Background: an optimization exercise with open tools, aiming at small area and few clock cycles. Do not read the settings as production practice.
In this exercise RTL edits were held to simulation tests only and were not proved equivalent to the original.
Power and IR drop assume default switching activity.

$ cat design/flow/design.v
`timescale 1ns / 1ps
package spr_pkg;
  localparam int MAX_PATTERN     = 8;
  localparam int MAX_REPLACEMENT = 8;
  localparam int BYTE_W          = 8;
  localparam int LEN_W           = 4;
  localparam int REG_W           = 64;
  localparam int WIN_W     = BYTE_W * MAX_PATTERN;
  localparam int FILL_W    = $clog2(MAX_PATTERN + 1);
  localparam int JOB_BYTES = (MAX_PATTERN > MAX_REPLACEMENT) ? MAX_PATTERN : MAX_REPLACEMENT;
  localparam int JOB_W     = BYTE_W * JOB_BYTES;
  localparam int JCNT_W    = $clog2(JOB_BYTES + 1);
  localparam int IDX_W     = (JOB_BYTES > 1) ? $clog2(JOB_BYTES) : 1;
  localparam int QUEUE_DEPTH = 4;
  localparam int QPTR_W      = $clog2(QUEUE_DEPTH);
  localparam int QCNT_W      = $clog2(QUEUE_DEPTH + 1);
  localparam logic CMD_DATA = 1'b0;
  localparam logic CMD_END  = 1'b1;
  localparam logic [1:0] CFG_PATTERN_LEN   = 2'd0;
  localparam logic [1:0] CFG_PATTERN_BYTES = 2'd1;
  localparam logic [1:0] CFG_REPL_LEN      = 2'd2;
  localparam logic [1:0] CFG_REPL_BYTES    = 2'd3;
  localparam int JOB_FLUSH_LSB = 0;
  localparam int JOB_CNT_LSB   = 1;
  localparam int JOB_DATA_LSB  = 1 + JCNT_W;
  localparam int JOB_T_W       = JOB_W + JCNT_W + 1;
endpackage
`timescale 1ns / 1ps
module spr_queue (
  input  logic          clk_i,
  input  logic          rst_ni,
  input  logic          push_i,
  input  logic [spr_pkg::JOB_T_W-1:0] push_job_i,
  output logic          full_o,
  input  logic          pop_i,
  output logic [spr_pkg::JOB_T_W-1:0] head_o,
  output logic          empty_o
);
  logic [spr_pkg::JOB_T_W-1:0] mem_q [0:spr_pkg::QUEUE_DEPTH-1];
  logic [spr_pkg::QPTR_W-1:0] wr_ptr_q, wr_ptr_d;
  logic [spr_pkg::QPTR_W-1:0] rd_ptr_q, rd_ptr_d;
  logic [spr_pkg::QCNT_W-1:0] count_q, count_d;
  assign full_o  = (count_q == spr_pkg::QCNT_W'(spr_pkg::QUEUE_DEPTH));
  assign empty_o = (count_q == '0);
  assign head_o  = mem_q[rd_ptr_q];
  always_comb begin
    wr_ptr_d = wr_ptr_q;
    rd_ptr_d = rd_ptr_q;
    count_d  = count_q;
    if (push_i) begin
      wr_ptr_d = wr_ptr_q + spr_pkg::QPTR_W'(1);
    end
    if (pop_i) begin
      rd_ptr_d = rd_ptr_q + spr_pkg::QPTR_W'(1);
    end
    if (push_i && !pop_i) begin
      count_d = count_q + spr_pkg::QCNT_W'(1);
    end else if (pop_i && !push_i) begin
      count_d = count_q - spr_pkg::QCNT_W'(1);
    end
  end
  always_ff @(posedge clk_i or negedge rst_ni) begin
    if (!rst_ni) begin
      wr_ptr_q <= '0;
      rd_ptr_q <= '0;
      count_q  <= '0;
    end else begin
      wr_ptr_q <= wr_ptr_d;
      rd_ptr_q <= rd_ptr_d;
      count_q  <= count_d;
    end
  end
  always_ff @(posedge clk_i) begin
    if (push_i) begin
      mem_q[wr_ptr_q] <= push_job_i;
    end
  end
endmodule
`timescale 1ns / 1ps
module spr_front (
  input  logic                         clk_i,
  input  logic                         rst_ni,
  input  logic [spr_pkg::LEN_W-1:0]    cfg_pattern_len_i,
  input  logic [spr_pkg::REG_W-1:0]    cfg_pattern_bytes_i,
  input  logic [spr_pkg::LEN_W-1:0]    cfg_repl_len_i,
  input  logic [spr_pkg::REG_W-1:0]    cfg_repl_bytes_i,
  input  logic                         in_valid_i,
  output logic                         in_ready_o,
  input  logic                         in_cmd_i,
  input  logic [spr_pkg::BYTE_W-1:0]   in_byte_i,
  input  logic                         q_full_i,
  output logic                         push_o,
  output logic [spr_pkg::JOB_T_W-1:0]  job_o
);
  logic [spr_pkg::WIN_W-1:0]  win_q, win_d;
  logic [spr_pkg::FILL_W-1:0] fill_q, fill_d;
  logic [spr_pkg::WIN_W-1:0]  win_app;
  logic [spr_pkg::FILL_W-1:0] fill_app;
  logic [spr_pkg::FILL_W-1:0] plen;
  logic [spr_pkg::JCNT_W-1:0] rlen;
  logic              accept;
  logic              all_eq;
  logic              decide;
  logic              matched;
  logic              issue;
  assign in_ready_o = !q_full_i;
  assign accept     = in_valid_i && !q_full_i;
  assign push_o     = accept && issue;
  assign plen = (cfg_pattern_len_i > spr_pkg::LEN_W'(spr_pkg::MAX_PATTERN)) ? spr_pkg::FILL_W'(spr_pkg::MAX_PATTERN)
                                                          : spr_pkg::FILL_W'(cfg_pattern_len_i);
  assign rlen = (cfg_repl_len_i > spr_pkg::LEN_W'(spr_pkg::MAX_REPLACEMENT)) ? spr_pkg::JCNT_W'(spr_pkg::MAX_REPLACEMENT)
                                                           : spr_pkg::JCNT_W'(cfg_repl_len_i);
  always_comb begin
    fill_app = fill_q + spr_pkg::FILL_W'(1);
    all_eq   = 1'b1;
    for (int k = 0; k < spr_pkg::MAX_PATTERN; k++) begin
      win_app[k*spr_pkg::BYTE_W +: spr_pkg::BYTE_W] = (spr_pkg::FILL_W'(k) == fill_q) ? in_byte_i
                                                           : win_q[k*spr_pkg::BYTE_W +: spr_pkg::BYTE_W];
    end
    for (int k = 0; k < spr_pkg::MAX_PATTERN; k++) begin
      if ((spr_pkg::FILL_W'(k) < plen) &&
          (win_app[k*spr_pkg::BYTE_W +: spr_pkg::BYTE_W] != cfg_pattern_bytes_i[k*spr_pkg::BYTE_W +: spr_pkg::BYTE_W])) begin
        all_eq = 1'b0;
      end
    end
    decide  = (plen == '0) || (fill_app >= plen);
    matched = (plen != '0) && decide && all_eq;
  end
  always_comb begin
    job_o  = '0;
    issue  = 1'b0;
    win_d  = win_q;
    fill_d = fill_q;
    if (in_cmd_i == spr_pkg::CMD_END) begin
      job_o[spr_pkg::JOB_DATA_LSB +: spr_pkg::JOB_W]  = spr_pkg::JOB_W'(win_q);
      job_o[spr_pkg::JOB_CNT_LSB +: spr_pkg::JCNT_W]   = spr_pkg::JCNT_W'(fill_q);
      job_o[spr_pkg::JOB_FLUSH_LSB] = 1'b1;
      issue       = 1'b1;
      fill_d      = '0;
    end else if (matched) begin
      job_o[spr_pkg::JOB_DATA_LSB +: spr_pkg::JOB_W] = spr_pkg::JOB_W'(cfg_repl_bytes_i);
      job_o[spr_pkg::JOB_CNT_LSB +: spr_pkg::JCNT_W]  = rlen;
      issue      = (rlen != '0);
      win_d      = win_app >> (spr_pkg::BYTE_W * plen);
      fill_d     = fill_app - plen;
    end else if (decide) begin
      job_o[spr_pkg::JOB_DATA_LSB +: spr_pkg::JOB_W] = spr_pkg::JOB_W'(win_app[spr_pkg::BYTE_W-1:0]);
      job_o[spr_pkg::JOB_CNT_LSB +: spr_pkg::JCNT_W]  = spr_pkg::JCNT_W'(1);
      issue      = 1'b1;
      win_d      = win_app >> spr_pkg::BYTE_W;
      fill_d     = fill_app - spr_pkg::FILL_W'(1);
    end else begin
      win_d  = win_app;
      fill_d = fill_app;
    end
  end
  always_ff @(posedge clk_i or negedge rst_ni) begin
    if (!rst_ni) begin
      win_q  <= '0;
      fill_q <= '0;
    end else if (accept) begin
      win_q  <= win_d;
      fill_q <= fill_d;
    end
  end
endmodule
`timescale 1ns / 1ps
module spr_back (
  input  logic                         clk_i,
  input  logic                         rst_ni,
  input  logic [spr_pkg::JOB_T_W-1:0]  head_i,
  input  logic                         empty_i,
  output logic                         pop_o,
  output logic                         out_valid_o,
  input  logic                         out_ready_i,
  output logic [spr_pkg::BYTE_W-1:0]   out_byte_o,
  output logic                         out_has_o,
  output logic                         out_last_o
);
  logic [spr_pkg::IDX_W-1:0]  idx_q, idx_d;
  logic              ovalid_q, ovalid_d;
  logic [spr_pkg::BYTE_W-1:0] obyte_q, obyte_d;
  logic              ohas_q, ohas_d;
  logic              olast_q, olast_d;
  logic              load;
  logic              last;
  logic              bare;
  logic [spr_pkg::JOB_W-1:0]  head_data;
  logic [spr_pkg::JCNT_W-1:0] head_cnt;
  logic                       head_flush;
  assign head_data  = head_i[spr_pkg::JOB_DATA_LSB +: spr_pkg::JOB_W];
  assign head_cnt   = head_i[spr_pkg::JOB_CNT_LSB +: spr_pkg::JCNT_W];
  assign head_flush = head_i[spr_pkg::JOB_FLUSH_LSB];
  assign bare  = (head_cnt == '0);
  assign last  = bare || ((spr_pkg::JCNT_W'(idx_q) + spr_pkg::JCNT_W'(1)) == head_cnt);
  assign load  = !empty_i && (!ovalid_q || out_ready_i);
  assign pop_o = load && last;
  always_comb begin
    idx_d    = idx_q;
    ovalid_d = ovalid_q;
    obyte_d  = obyte_q;
    ohas_d   = ohas_q;
    olast_d  = olast_q;
    if (load) begin
      ovalid_d = 1'b1;
      obyte_d  = bare ? '0 : head_data[idx_q*spr_pkg::BYTE_W +: spr_pkg::BYTE_W];
      ohas_d   = !bare;
      olast_d  = head_flush && last;
      idx_d    = last ? '0 : idx_q + spr_pkg::IDX_W'(1);
    end else if (out_ready_i) begin
      ovalid_d = 1'b0;
    end
  end
  always_ff @(posedge clk_i or negedge rst_ni) begin
    if (!rst_ni) begin
      idx_q    <= '0;
      ovalid_q <= 1'b0;
    end else begin
      idx_q    <= idx_d;
      ovalid_q <= ovalid_d;
    end
  end
  always_ff @(posedge clk_i) begin
    obyte_q <= obyte_d;
    ohas_q  <= ohas_d;
    olast_q <= olast_d;
  end
  assign out_valid_o = ovalid_q;
  assign out_byte_o  = obyte_q;
  assign out_has_o   = ohas_q;
  assign out_last_o  = olast_q;
endmodule
`timescale 1ns / 1ps
module stream_pattern_replacer_top (
  input  logic                        clk_i,
  input  logic                        rst_ni,
  input  logic                        cfg_we_i,
  input  logic [1:0]                  cfg_idx_i,
  input  logic [spr_pkg::REG_W-1:0]   cfg_wdata_i,
  input  logic                        s_axis_tvalid,
  output logic                        s_axis_tready,
  input  logic [spr_pkg::BYTE_W-1:0]  s_axis_tdata,   
  input  logic                        s_axis_tuser,   
  output logic                        m_axis_tvalid,
  input  logic                        m_axis_tready,
  output logic [spr_pkg::BYTE_W-1:0]  m_axis_tdata,   
  output logic                        m_axis_tuser,   
  output logic                        m_axis_tlast
);
  logic [spr_pkg::LEN_W-1:0] cfg_pattern_len_q;
  logic [spr_pkg::REG_W-1:0] cfg_pattern_bytes_q;
  logic [spr_pkg::LEN_W-1:0] cfg_repl_len_q;
  logic [spr_pkg::REG_W-1:0] cfg_repl_bytes_q;
  logic q_full;
  logic q_empty;
  logic push;
  logic pop;
  logic [spr_pkg::JOB_T_W-1:0] push_job;
  logic [spr_pkg::JOB_T_W-1:0] head_job;
  always_ff @(posedge clk_i or negedge rst_ni) begin
    if (!rst_ni) begin
      cfg_pattern_len_q   <= '0;
      cfg_pattern_bytes_q <= '0;
      cfg_repl_len_q      <= '0;
      cfg_repl_bytes_q    <= '0;
    end else if (cfg_we_i) begin
      case (cfg_idx_i)
        spr_pkg::CFG_PATTERN_LEN:   cfg_pattern_len_q   <= cfg_wdata_i[spr_pkg::LEN_W-1:0];
        spr_pkg::CFG_PATTERN_BYTES: cfg_pattern_bytes_q <= cfg_wdata_i;
        spr_pkg::CFG_REPL_LEN:      cfg_repl_len_q      <= cfg_wdata_i[spr_pkg::LEN_W-1:0];
        spr_pkg::CFG_REPL_BYTES:    cfg_repl_bytes_q    <= cfg_wdata_i;
        default:                   ;
      endcase
    end
  end
  spr_front u_front (
    .clk_i      (clk_i),
    .rst_ni     (rst_ni),
    .cfg_pattern_len_i   (cfg_pattern_len_q),
    .cfg_pattern_bytes_i (cfg_pattern_bytes_q),
    .cfg_repl_len_i      (cfg_repl_len_q),
    .cfg_repl_bytes_i    (cfg_repl_bytes_q),
    .in_valid_i (s_axis_tvalid),
    .in_ready_o (s_axis_tready),
    .in_cmd_i   (s_axis_tuser),
    .in_byte_i  (s_axis_tdata),
    .q_full_i   (q_full),
    .push_o     (push),
    .job_o      (push_job)
  );
  spr_queue u_queue (
    .clk_i      (clk_i),
    .rst_ni     (rst_ni),
    .push_i     (push),
    .push_job_i (push_job),
    .full_o     (q_full),
    .pop_i      (pop),
    .head_o     (head_job),
    .empty_o    (q_empty)
  );
  spr_back u_back (
    .clk_i       (clk_i),
    .rst_ni      (rst_ni),
    .head_i      (head_job),
    .empty_i     (q_empty),
    .pop_o       (pop),
    .out_valid_o (m_axis_tvalid),
    .out_ready_i (m_axis_tready),
    .out_byte_o  (m_axis_tdata),
    .out_has_o   (m_axis_tuser),
    .out_last_o  (m_axis_tlast)
  );
endmodule
$ cat design/flow/run.sh
#!/bin/bash
# synth_recipe.tcl (not shown) runs the flow's synth.tcl, then flattens the netlist and writes it again
# the make line also repeats each setting of config.mk as NAME=value (left out here)
make -C /OpenROAD-flow-scripts/flow DESIGN_CONFIG=/design/flow/config.mk WORK_HOME=/design/flow/orfs CLKGATE_MAP_FILE= SYNTH_SCRIPT=/design/flow/synth_recipe.tcl finish
$ cat design/flow/config.mk
export PLATFORM = sky130hd
export DESIGN_NAME = stream_pattern_replacer_top
export DESIGN_NICKNAME = stream_pattern_replacer_top
export VERILOG_FILES = /design/flow/design.v
export SDC_FILE = /design/flow/constraint.sdc
export NUM_CORES = 4
export LEC_CHECK = 0
export CAP_MARGIN = 20
export CORE_MARGIN = 2
export CORE_UTILIZATION = 40
export SLEW_MARGIN = 20
$ cat design/flow/constraint.sdc
create_clock -name core_clock -period 6.0 [get_ports {clk_i}]
set_input_delay 1.2000 -clock core_clock [delete_from_list [all_inputs] [get_ports {clk_i}]]
set_output_delay 1.2000 -clock core_clock [all_outputs]
set_load 0.01 [all_outputs]
==> results_dict.tcl <==
set metrics [dict create \
    outcome "complete, no violations" \
    max_slew.worst_pin.slew_ps 1142 \
    netlist_instances 2183 \
    maxClockFrequency_ghz 0.2000 \
    route.detailed.wl_per_inst_um 29.31 \
    finalNonFillerCells 3126 \
    synth.distinct_cells 81 \
    holdCritPathClass "flip-flop to flip-flop" \
    r2r_cells 14 \
    numPlacedInstances 3027 \
    mappedNetlistNets 2281 \
    floorplan.rows 92 \
    layout.cells.most_common_list "290 x sky130_fd_sc_hd__nand2_1, 286 x sky130_fd_sc_hd__edfxtp_1, 212 x sky130_fd_sc_hd__dfrtp_1" \
    postLayoutSetupSlackWorst_ps 1001 \
    async_set_or_reset_register_ratio_after_synthesis_pct 42.91 \
    worstPathRequired_ps 6490 \
    crit_path_frequent_cell "sky130_fd_sc_hd__ha_1" \
    r2r_setup_slack_ps 1000 \
    crit-reg2reg-launch "u_front.fill_q[0]$_DFFE_PN0P_" \
    syn_to_final_growth_pct 14.55 \
    min_period_ps 4999 \
    number_of_global_route_vias_before_repair 18740 \
    global_route.usage.total_pct 27.50 \
    final-setup-viol-count 0 \
    grt_setup_unrepaired "no" \
    die-area_um2 66280 \
    critical_path.startpoint "u_front.fill_q[0]$_DFFE_PN0P_" \
    cts_tree "done" \
    synth-warning-count 4 \
    drt_first_pass_iters 9 \
    placement.io_buffers 91 \
    finish.net_count 2335 \
    timing.critical_path.to_type "flip-flop" \
    cp_top_family "simple AND/OR/NAND/NOR gates" \
    nFillCells 5705 \
    ff_latch_area_um2 13970 \
    cts-htree-levels 2 \
    clock-skew-final_ps 28.19 \
    crit_end "u_queue.count_q[1]$_DFFE_PN0P_" \
    routed_wirelength_um 91620 \
    max-cap-violations 0 \
    grt_first_pass_wirelength_um 133000 \
    cts.repair_timing.setup_buffer_count 0 \
    crit_buf_inv 1 \
    commonest_non_fill_non_tap_cell_in_the_layout "sky130_fd_sc_hd__nand2_1" \
    worstPathCellList "ha_1, nor3b_2, a21o_1, a221oi_1, a211oi_1, a31oi_1, nor4_1, nand2_1, o21ai_0, a21oi_1, ha_1, inv_1, fa_1, mux2_2" \
    drt_iter0_markers 2344 \
    cts_buffers 54 \
    detailroute.via_count 19030 \
    antenna_found_initial 6 \
    detail_route.drc_violations 0 \
    path_class "flip-flop to flip-flop" \
    power_density_nw_per_um2 514.1 \
    postCtsResizedCells 0 \
    detailedPlace.worstSlack_ps 538.1 \
    final_max_slew_viol_count 0 \
    placeableCoreArea_um2 63310 \
    timing_hold_violations_final 0 \
    drive_above_1_share_pct 18.87 \
    die_height_um 257.5 \
    timing.rr.end "u_queue.count_q[1]$_DFFE_PN0P_" \
    synth-main-ff-cell "sky130_fd_sc_hd__edfxtp_1" \
    gp_congestion 0.9913 \
    worst_ir_drop_vdd_mv 0.2466 \
    fin_worst_hold_slack_ps 495.4 \
    clock_transition_at_path_regs_ps 60 \
    cts_hold_buf 0 \
    syn_area_per_cell_um2 11.77 \
    clk_latency_ps 620 \
    area_occupied_by_multi_input_gates_um2 10860 \
    vias_per_cell 6.087 \
    critical_path.slowest_cell "sky130_fd_sc_hd__nor3b_2" \
    clock_tree.buffer_depth 3 \
    synth_seq_cells 501 \
    cts_num_sinks 501 \
    worstSetupStartpointType "flip-flop" \
    floorplan.die.width_um 257.5 \
    initial_core_util_pct 40.58 \
    netlist_area_um2 25690 \
    global_route_overflow 0 \
    hpwl_um 65250 \
    grt_max_degree 138 \
    cp.arrival_ps 5490 \
    crit_path_max_incr_delay_ps 850 \
    cts-root-buf "sky130_fd_sc_hd__clkbuf_16" \
    synth_enable_flop_cells 286 \
    cp.depth 14 \
    critical_path_peak_fanout 9 \
    final_min_period_over_clock_period_pct 83.32 \
    worst_slew_margin_rel_pct 23.04 \
    seq_area_frac_synth_pct 54.36 \
    drtAntennaViolNets 0 \
    io_pins 92 \
    p_leak_nw 11.00 \
]
## power by group
| group | leakage, nW | switching (mW) | internal [mW] |
|---|---|---|---|
| Combinational | 4.94 | 3.76 | 2.49 |
| Sequential | 5.23 | 0.987 | 4.66 |
| Clock | 0.835 | 1.41 | 1.83 |
## cell usage after synthesis, drive strengths merged (4+ instances only)
library cell  number  area share [%]
nand2            290             4.2
edfxtp           286              33
dfrtp            215              21
nor2             182             2.7
mux2             143             6.3
clkbuf           118             1.7
o21ai             98             1.9
mux4              85             7.5
o22ai             83             2.0
inv               63            0.92
buf               56             1.0
a21oi             53             1.0
mux2i             48             1.9
o211ai            41             1.4
and3              33            0.80
nor3              32            0.62
xor2              31             1.1
nand3             30            0.58
xnor2             27            0.92
a222oi            24            0.93
a211oi            23            0.67
a22oi             21            0.61
ha                16            0.78
a31oi             15            0.37
nor3b             15            0.52
a221oi            13            0.44
nor4              13            0.34
a22o               9            0.31
nand4              9            0.22
a2111o             8            0.35
a221o              8            0.31
nand2b             7            0.17
o22a               7            0.24
nand3b             6            0.24
o221ai             6            0.23
o32ai              6            0.20
or4                6            0.18
a21o               5            0.15
and2               4           0.097
and3b              4            0.14
or3b               4            0.14
## area by class of cell
| cell class | count | share of cell area (%) |
|---|---|---|
| antenna | 1 | 0.008502 |
| clock buffer | 66 | 4.817 |
| clock inverter | 32 | 1.020 |
| inverter | 64 | 0.8162 |
| multi-input combinational | 1444 | 36.89 |
| sequential | 501 | 47.48 |
| tap | 846 | 3.596 |
| timing repair buffer | 172 | 5.373 |
## registers in the layout (all words and copies together) (netlist names)
name                 cells
u_back.ovalid_q          1
u_front.win_q           64
u_back.idx_q             3
cfg_pattern_bytes_q     64
u_back.ohas_q            1
cfg_pattern_len_q        4
cfg_repl_bytes_q        64
u_queue.count_q          3
u_queue.wr_ptr_q         2
cfg_repl_len_q           4
u_queue.rd_ptr_q         2
u_back.olast_q           1
u_queue.mem_q          276
u_back.obyte_q           8
u_front.fill_q           4
## worst register-to-register path: cells and delay by family, from the launching register on
family / cells / cell delay, ps
flops: 1 / 520
buf+inv: 1 / 80
mux: 1 / 270
compound gates: 6 / 1260
fa+ha+maj: 3 / 1130
simple gates: 3 / 1630
## cells by family (layout without fill, tap and decap cells)
logic type / after synthesis / count (layout) / synth area share [%]
XOR/XNOR: 58 / 58 / 1.977
AND/OR/NAND/NOR: 647 / 647 / 11.31
AO/OA/AOI/OAI: 445 / 445 / 12.06
other: 0 / 1 / 0
multiplexers: 276 / 276 / 15.65
buffers and inverters: 238 / 334 / 3.706
adder cells (fa/ha/maj): 18 / 18 / 0.9349
flip-flops: 501 / 501 / 54.36
## per-stage QoR
step | instance area [um2] | utilization [%] | TNS [ps] | total power, mW
after CTS | 29430 | 46.48 | 0 | 15.12
after global placement | 27710 | 43.76 | 0 | 11.80
after floorplan | 25690 | - | -396800 | 9.379
final | 29430 | 46.49 | 0 | 15.13
after detailed placement | 27710 | 43.77 | 0 | 11.85
after global routing | 29430 | 46.48 | 0 | 15.85
## how the worst min path moves through the flow
| stage | from | to | slack, ps | depth (start not counted) |
|---|---|---|---|---|
| floorplan | u_queue.count_q[2]$_DFFE_PN0P_ | u_queue.count_q[2]$_DFFE_PN0P_ | 460 | 1 |
| global placement | u_back.ovalid_q$_DFFE_PN0P_ | u_back.ovalid_q$_DFFE_PN0P_ | 480 | 2 |
| detailed placement | u_back.ovalid_q$_DFFE_PN0P_ | u_back.ovalid_q$_DFFE_PN0P_ | 490 | 2 |
| CTS | u_queue.count_q[2]$_DFFE_PN0P_ | u_queue.count_q[2]$_DFFE_PN0P_ | 500 | 1 |
| global route | cfg_repl_bytes_q[53]$_DFFE_PN0P_ | cfg_repl_bytes_q[53]$_DFFE_PN0P_ | 520 | 1 |
| finish | u_queue.count_q[2]$_DFFE_PN0P_ | u_queue.count_q[2]$_DFFE_PN0P_ | 500 | 1 |
## per-layer routing
layer / share of wire (%) / vias up / track usage [%]
li1: - / 8321 / -
met3: 7.7 / 180 / 5.221
met2: 44 / 799 / 41.11
met1: 44 / 9723 / 40.05
met5: 0.048 / - / 0
met4: 3.7 / 6 / 9.618
Testbench counts, summed over its fixed seeds: cycles 28,873.

what the ideal ports hide:
The flow's constraints put no driver on any port. The routed layout listed below was extracted and timed again, unchanged, in two steps.
Step 1 (the two cells are an assumption about what drives the block):
set clk [get_ports {clk_i}]
set_driving_cell -lib_cell sky130_fd_sc_hd__clkbuf_16 $clk
set_driving_cell -lib_cell sky130_fd_sc_hd__buf_2 [delete_from_list [all_inputs] $clk]
Step 2 adds t to the input delays and takes it off the output delays; t is the mean of the earliest and latest rising clock arrival at the registers after step 1. Input paths then give back, and output paths get back, about the clock's delay inside the block.
Slacks: ideal ports / drivers / drivers and shift; pairs: ideal ports / drivers.
t (ns): 0.670
slack for setup (ns): 1.001 / 1.001 / 0.505
worst setup path after step 2: input to register
worst data-port slew with drivers (ns): 0.05
cell pins on the clock port's net: 1
After both steps this run still meets setup and hold. For this run, drivers alone change the setup slack by 0.000 ns; drivers and shift together by -0.496 ns.
